This is an optimization exercise on Yosys and OpenROAD, whose aim is small area, a short achievable clock period and few clock cycles per item, not a production implementation. The RTL was checked by simulation tests, not by an equivalence proof against the original design.

==> run C <==
Design rational_fraction_alu, start of the top module:
module rational_fraction_alu (
    input  logic        clk,
    input  logic        rst_n,
    input  logic        in_valid,
    output logic        in_stall,
    input  logic [2:0]  in_op,
    input  logic [15:0] in_num_a,
    input  logic [15:0] in_den_a,
    input  logic [15:0] in_num_b,
    input  logic [15:0] in_den_b,
    output logic        out_valid,
    input  logic        out_stall,
    output logic [32:0] out_num,
    output logic [30:0] out_den,
    output logic        out_less,
    output logic        out_equal,
    output logic        out_fault
);
clock: 10.0 ns
lec_check: 0
cap_margin: 20
core_margin: 2
core_utilization: 50
place_density: 0.65
slew_margin: 20
standard.sh (not shown) runs the stock make flow with config.mk's settings and CLKGATE_MAP_FILE= SYNTH_SCRIPT=/design/flow/synth_recipe.tcl, a recipe that flattens the netlist after the stock synthesis.
==> flow/flow/run.sh <==
#!/bin/bash
export SETUP_SLACK_MARGIN=5.8
bash standard.sh > standard.log 2>&1
==> inputs of run A, as changes to run C <==
==> flow/run.sh (new file) <==
#!/bin/bash
# synth_recipe.tcl (not shown) runs the flow's synth.tcl, then flattens the netlist and writes it again
# the make line also repeats each setting of config.mk as NAME=value (left out here)
make -C /OpenROAD-flow-scripts/flow DESIGN_CONFIG=/design/flow/config.mk WORK_HOME=/design/flow/orfs CLKGATE_MAP_FILE= SYNTH_SCRIPT=/design/flow/synth_recipe.tcl finish
Settings changed: CORE_UTILIZATION 50 to 40, PLACE_DENSITY 0.65 to 0.6, SETUP_SLACK_MARGIN set to 5.
removed: flow/flow/run.sh
removed: flow/standard.sh
==> notes <==
Run C produced a layout that fails on max-capacitance violations, max-slew violations. Run A finished with timing, DRC and antenna clean. In run A the die area is higher than in run C, by 25%. Worst setup slack: run A is lower than run C (28 ps). Against run C, the non-clock buffer count of run A is lower by 126. In flip-flop and latch count, run C and run A do not differ.
==> figures <==
metric                                                                                                         run C                    run A
Run status                                                                                  finished with violations  complete, no violations
Reasons for failing layout checks                                    max-capacitance violations, max-slew violations                        -
Minimum hold slack                                                                                            600 ps                   598 ps
Core area                                                                                                 0.0606 mm²               0.0761 mm²
Share of final-layout standard cells stronger than drive strength 1                                            19.4%                    10.5%
Count of pins over their slew limit                                                                                7                        0
Fraction of area in multi-input gates                                                                          62.6%                    63.8%
Met3 Resource Use GR                                                                                           13.1%                    9.93%
Area post-placement                                                                                       0.0324 mm²               0.0328 mm²
Area added between synthesis and finish                                                                        24.0%                    13.8%
Antenna diode count                                                                                                7                        4
RSZ-0062 raised after global routing                                                                             yes                       no
Testbench counts of run C, summed over its fixed seeds: cycles 70,941, items 4,800.
Testbench counts of run A, summed over its fixed seeds: cycles 70,941, items 4,800.


==> 10-05 <==
Another version of the RTL of rational_fraction_alu (not shown whole).
// rational_fraction_alu
module rational_fraction_alu (
    input  logic        clk,
    input  logic        rst_n,
    input  logic        in_valid,
    output logic        in_stall,
    input  logic [2:0]  in_op,
    input  logic [15:0] in_num_a,
    input  logic [15:0] in_den_a,
    input  logic [15:0] in_num_b,
    input  logic [15:0] in_den_b,
    output logic        out_valid,
    input  logic        out_stall,
    output logic [32:0] out_num,
    output logic [30:0] out_den,
    output logic        out_less,
    output logic        out_equal,
    output logic        out_fault
);
clock: 10.0 ns
lec_check: 0
cap_margin: 20
core_margin: 2
core_utilization: 40
place_density: 0.6
setup_slack_margin: 5
slew_margin: 20
run.sh (not shown) runs the stock make flow with config.mk's settings and CLKGATE_MAP_FILE= SYNTH_SCRIPT=/design/flow/synth_recipe.tcl, a recipe that flattens the netlist after the stock synthesis.
Stock flow here: none of the scripts above is used.
==> 12-03 (differences from 10-05) <==
--- a/flow/design.v
+++ b/flow/design.v
@@ -26,32 +26,33 @@
     output logic              out_valid,
     input  logic              out_stall,
     input  logic              is_fault,
     input  logic              is_cmp,
     input  logic              is_muldiv,
     input  logic              gcd_done,
     output rfa_pkg::state_t   state,
-    output logic              slot_free
+    output logic              slot_free,
+    output logic              take
 );
     localparam rfa_pkg::state_t S_IDLE = rfa_pkg::S_IDLE;
     localparam rfa_pkg::state_t S_MUL1 = rfa_pkg::S_MUL1;
     localparam rfa_pkg::state_t S_MUL2 = rfa_pkg::S_MUL2;
     localparam rfa_pkg::state_t S_MUL3 = rfa_pkg::S_MUL3;
     localparam rfa_pkg::state_t S_MUL4 = rfa_pkg::S_MUL4;
     localparam rfa_pkg::state_t S_GCD  = rfa_pkg::S_GCD;
     rfa_pkg::state_t state_reg, state_next;
-    logic            ov_reg, finish;
+    logic            ov_reg, finish, can_take;
     assign slot_free = !ov_reg || !out_stall;
     always_comb
     begin
         state_next = state_reg;
         finish     = 1'b0;
         unique case (state_reg)
             S_IDLE:
-                if (in_valid) state_next = S_MUL1;
+                state_next = S_IDLE;
             S_MUL1:
                 if (slot_free)
                 begin
                     if (is_fault)
                     begin
                         finish     = 1'b1;
                         state_next = S_IDLE;
@@ -80,14 +81,18 @@
                 begin
                     finish     = 1'b1;
                     state_next = S_IDLE;
                 end
             default:
                 state_next = S_IDLE;
         endcase
+        can_take = (state_reg == S_IDLE) || (finish && state_reg != S_MUL1);
+        take     = in_valid && can_take;
+        if (take)
+            state_next = S_MUL1;
     end
     always_ff @(posedge clk or negedge rst_n)
     begin
         if (!rst_n)
         begin
             state_reg <= S_IDLE;
             ov_reg    <= 1'b0;
@@ -98,21 +103,22 @@
             if (finish)
                 ov_reg <= 1'b1;
             else if (!out_stall)
                 ov_reg <= 1'b0;
         end
     end
     assign state     = state_reg;
-    assign in_stall  = (state_reg != S_IDLE);
+    assign in_stall  = !can_take;
     assign out_valid = ov_reg;
 endmodule
 module rfa_datapath (
     input  logic                 clk,
     input  rfa_pkg::state_t      state,
     input  logic                 slot_free,
+    input  logic                 take,
     input  logic [2:0]           in_op,
     input  logic [15:0]          in_num_a,
     input  logic [15:0]          in_den_a,
     input  logic [15:0]          in_num_b,
     input  logic [15:0]          in_den_b,
     output logic                 is_fault,
     output logic                 is_cmp,
@@ -150,24 +156,23 @@
     logic [30:0]      m11;
     logic             less_r, equal_r, flt_r;
     logic [15:0]      mx, my;
     logic             sgn_d;
     logic [NUM_W-1:0] ps, pc;
     logic             selx_r;
     logic             selx_n, sely_n, mneg_n;
-    logic [15:0]      y_n;
     logic [7:0]       b_one_n, b_two_n, b_neg_n, b_one_r, b_two_r, b_neg_r;
     always_comb
     begin
         sgn_d = sda_r ^ sdb_r;
         mx    = selx_r ? m10[31:16] : u[15:0];
         selx_n = 1'b1;
         sely_n = 1'b0;
         mneg_n = sgn_d;
-        if (state == S_IDLE)
+        if (take)
         begin
             selx_n = 1'b0;
             sely_n = (in_op == OP_MUL);
             if (in_op == OP_MUL)
                 mneg_n = in_num_a[15] ^ in_num_b[15];
             else if (in_op == OP_DIV)
                 mneg_n = in_num_a[15] ^ in_den_b[15];
@@ -176,34 +181,42 @@
         end
         else if (state == S_MUL1 && !mul_r)
         begin
             sely_n = 1'b1;
             mneg_n = div_r ? (sda_r ^ snb_r) : (sgn_d ^ !(sub_r || cmp_r));
         end
     end
-    always_comb
-    begin
-        if (state == S_IDLE)
-            y_n = (in_op == OP_MUL) ? in_num_b : in_den_b;
-        else
-            y_n = sely_n ? u[31:16] : m10[15:0];
+    logic [15:0] y_in, y_held;
+    logic [7:0]  in_one, in_two, in_b2, hd_one, hd_two, hd_b2;
+    logic        in_neg;
+    function automatic logic [23:0] booth_enc(input logic [15:0] y);
+        logic [16:0] ye;
+        ye = {y, 1'b0};
         for (int i = 0; i < 8; i++)
         begin
-            logic b2, b1, b0;
-            b2 = y_n[2*i+1];
-            b1 = y_n[2*i];
-            b0 = (i == 0) ? 1'b0 : y_n[2*i-1];
-            b_one_n[i] = b1 ^ b0;
-            b_two_n[i] = (b2 & !b1 & !b0) | (!b2 & b1 & b0);
-            b_neg_n[i] = b2 ^ mneg_n;
+            booth_enc[i]      = ye[2*i+1] ^ ye[2*i];
+            booth_enc[8 + i]  = (ye[2*i+2] & !ye[2*i+1] & !ye[2*i])
+                                | (!ye[2*i+2] & ye[2*i+1] & ye[2*i]);
+            booth_enc[16 + i] = ye[2*i+2];
         end
+    endfunction
+    always_comb
+    begin
+        y_in   = (in_op == OP_MUL) ? in_num_b : in_den_b;
+        y_held = sely_n ? u[31:16] : m10[15:0];
+        {in_b2, in_two, in_one} = booth_enc(y_in);
+        {hd_b2, hd_two, hd_one} = booth_enc(y_held);
+        in_neg  = mneg_n;
+        b_one_n = take ? in_one : hd_one;
+        b_two_n = take ? in_two : hd_two;
+        b_neg_n = (take ? in_b2 : hd_b2) ^ {8{mneg_n}};
     end
     always_ff @(posedge clk)
     begin
-        if (state == S_IDLE || (state == S_MUL1 && slot_free) || state == S_MUL2)
+        if (take || (state == S_MUL1 && slot_free) || state == S_MUL2)
         begin
             selx_r  <= selx_n;
             b_one_r <= b_one_n;
             b_two_r <= b_two_n;
             b_neg_r <= b_neg_n;
         end
     end
@@ -293,29 +306,14 @@
         arith  = !fault_r && !cmp_r;
         neg_md = sna_r ^ snb_r ^ sda_r ^ sdb_r;
         x_in_v = comb_mode && !u_ge_v && arith;
     end
     always_ff @(posedge clk)
     begin
         unique case (state)
-            S_IDLE:
-            begin
-                fault_r  <= fault_in;
-                cmp_r    <= (in_op == OP_CMP);
-                muldiv_r <= (in_op == OP_MUL) || (in_op == OP_DIV);
-                mul_r    <= (in_op == OP_MUL);
-                div_r    <= (in_op == OP_DIV);
-                sub_r    <= (in_op == OP_SUB);
-                sna_r    <= in_num_a[15];
-                sda_r    <= in_den_a[15];
-                snb_r    <= in_num_b[15];
-                sdb_r    <= in_den_b[15];
-                u        <= {in_num_b, in_num_a};
-                m10      <= {in_den_a, in_den_b};
-            end
             S_MUL1:
             begin
                 if (slot_free)
                 begin
                     m00 <= ps;
                     m01 <= pc;
                 end
@@ -348,20 +346,36 @@
             end
             default: ;
         endcase
         if (init_m)
         begin
             m00     <= (!arith || x_in_v) ? '0 : ((muldiv_r && neg_md) ? '1 : NUM_W'(1));
             m01     <= x_in_v ? '1 : '0;
-            m10     <= 32'(x_in_v);
             m11     <= 31'(arith && !x_in_v);
             less_r  <= !fault_r && cmp_r && d_uv[U_W];
             equal_r <= !fault_r && cmp_r && u_eq_v;
             flt_r   <= fault_r;
         end
+        if (init_m && state != S_MUL1)
+            m10 <= 32'(x_in_v);
+        if (take)
+        begin
+            fault_r  <= fault_in;
+            cmp_r    <= (in_op == OP_CMP);
+            muldiv_r <= (in_op == OP_MUL) || (in_op == OP_DIV);
+            mul_r    <= (in_op == OP_MUL);
+            div_r    <= (in_op == OP_DIV);
+            sub_r    <= (in_op == OP_SUB);
+            sna_r    <= in_num_a[15];
+            sda_r    <= in_den_a[15];
+            snb_r    <= in_num_b[15];
+            sdb_r    <= in_den_b[15];
+            u        <= {in_num_b, in_num_a};
+            m10      <= {in_den_a, in_den_b};
+        end
     end
     assign is_fault  = fault_r;
     assign is_cmp    = cmp_r;
     assign is_muldiv = muldiv_r;
     assign out_num   = m01;
     assign out_den   = m11;
     assign out_less  = less_r;
@@ -434,34 +448,36 @@
     output logic [32:0] out_num,
     output logic [30:0] out_den,
     output logic        out_less,
     output logic        out_equal,
     output logic        out_fault
 );
     rfa_pkg::state_t state;
-    logic            slot_free;
+    logic            slot_free, take;
     logic            is_fault, is_cmp, is_muldiv, gcd_done;
     rfa_ctrl u_ctrl (
         .clk       (clk),
         .rst_n     (rst_n),
         .in_valid  (in_valid),
         .in_stall  (in_stall),
         .out_valid (out_valid),
         .out_stall (out_stall),
         .is_fault  (is_fault),
         .is_cmp    (is_cmp),
         .is_muldiv (is_muldiv),
         .gcd_done  (gcd_done),
         .state     (state),
-        .slot_free (slot_free)
+        .slot_free (slot_free),
+        .take      (take)
     );
     rfa_datapath u_datapath (
         .clk       (clk),
         .state     (state),
         .slot_free (slot_free),
+        .take      (take),
         .in_op     (in_op),
         .in_num_a  (in_num_a),
         .in_den_a  (in_den_a),
         .in_num_b  (in_num_b),
         .in_den_b  (in_den_b),
         .is_fault  (is_fault),
         .is_cmp    (is_cmp),
==> run notes <==
fin cells - 4751
post-CTS setup buffer count - 6
top cells by area, synth - edfxtp_1 (19%), mux2i_1 (11%), ha_1 (7.4%), fa_1 (6.0%), xnor2_1 (4.2%)
worst-margin pin slew - 1.284 ns
Post-synth EDFFs - 200
run status - complete, no violations
most common cell after layout, fill and taps aside - mux2i_1
clock buf count - 37
Die Span X - 284.8 µm
The numbers above come from 10-05.

==> run notes <==
run status - complete, no violations
met3 usage - 6.232%
post-CTS setup buffer count - 39
worst-margin pin slew - 1.254 ns
Post-synth EDFFs - 231
top cells by area, synth - edfxtp_1 (22%), mux2i_1 (10%), ha_1 (7.4%), fa_1 (5.9%), xnor2_1 (4.5%)
Die Span X - 285.3 µm
Iter 0 DRT Violations - 4215
first drt pass iteration count - 6
most common cell after layout, fill and taps aside - nand2_1
The numbers above come from 12-03.

Testbench counts of 10-05, summed over its fixed seeds: cycles 75,733, items 4,800.
Testbench counts of 12-03, summed over its fixed seeds: cycles 70,941, items 4,800.

## port drivers added, routing unchanged
The flow's constraints put no driver on any port. The routed layouts listed below were extracted and timed again, unchanged, in two steps.
Step 1, drivers: a clkbuf_16 drives clk and a buf_2 each remaining input, both assumed.
Step 2, shift: input delay + t, output delay - t, t = (earliest + latest rising clock arrival at the registers) / 2. This alone moves slack from input paths to output paths.
a / b / c = ideal ports / drivers / drivers and shift; a / b = the first two.
run | shift t [ns] | slack for setup (ns) | hold WS [ns] | cell pins on the clock port's net
run C | 0.639 | 5.094 / 5.029 / 5.313 | 0.600 / 0.600 / 0.600 | 1
run A | 0.655 | 5.065 / 5.004 / 4.640 | 0.598 / 0.598 / 0.598 | 1
10-05 | 0.697 | 4.958 / 4.958 / 4.446 | 0.565 / 0.565 / 0.565 | 1
12-03 | 0.670 | 4.934 / 4.873 / 4.520 | 0.661 / 0.661 / 0.661 | 1
For 10-05, which loses most, drivers alone change the setup slack by 0.000 ns; drivers and shift together by -0.512 ns.
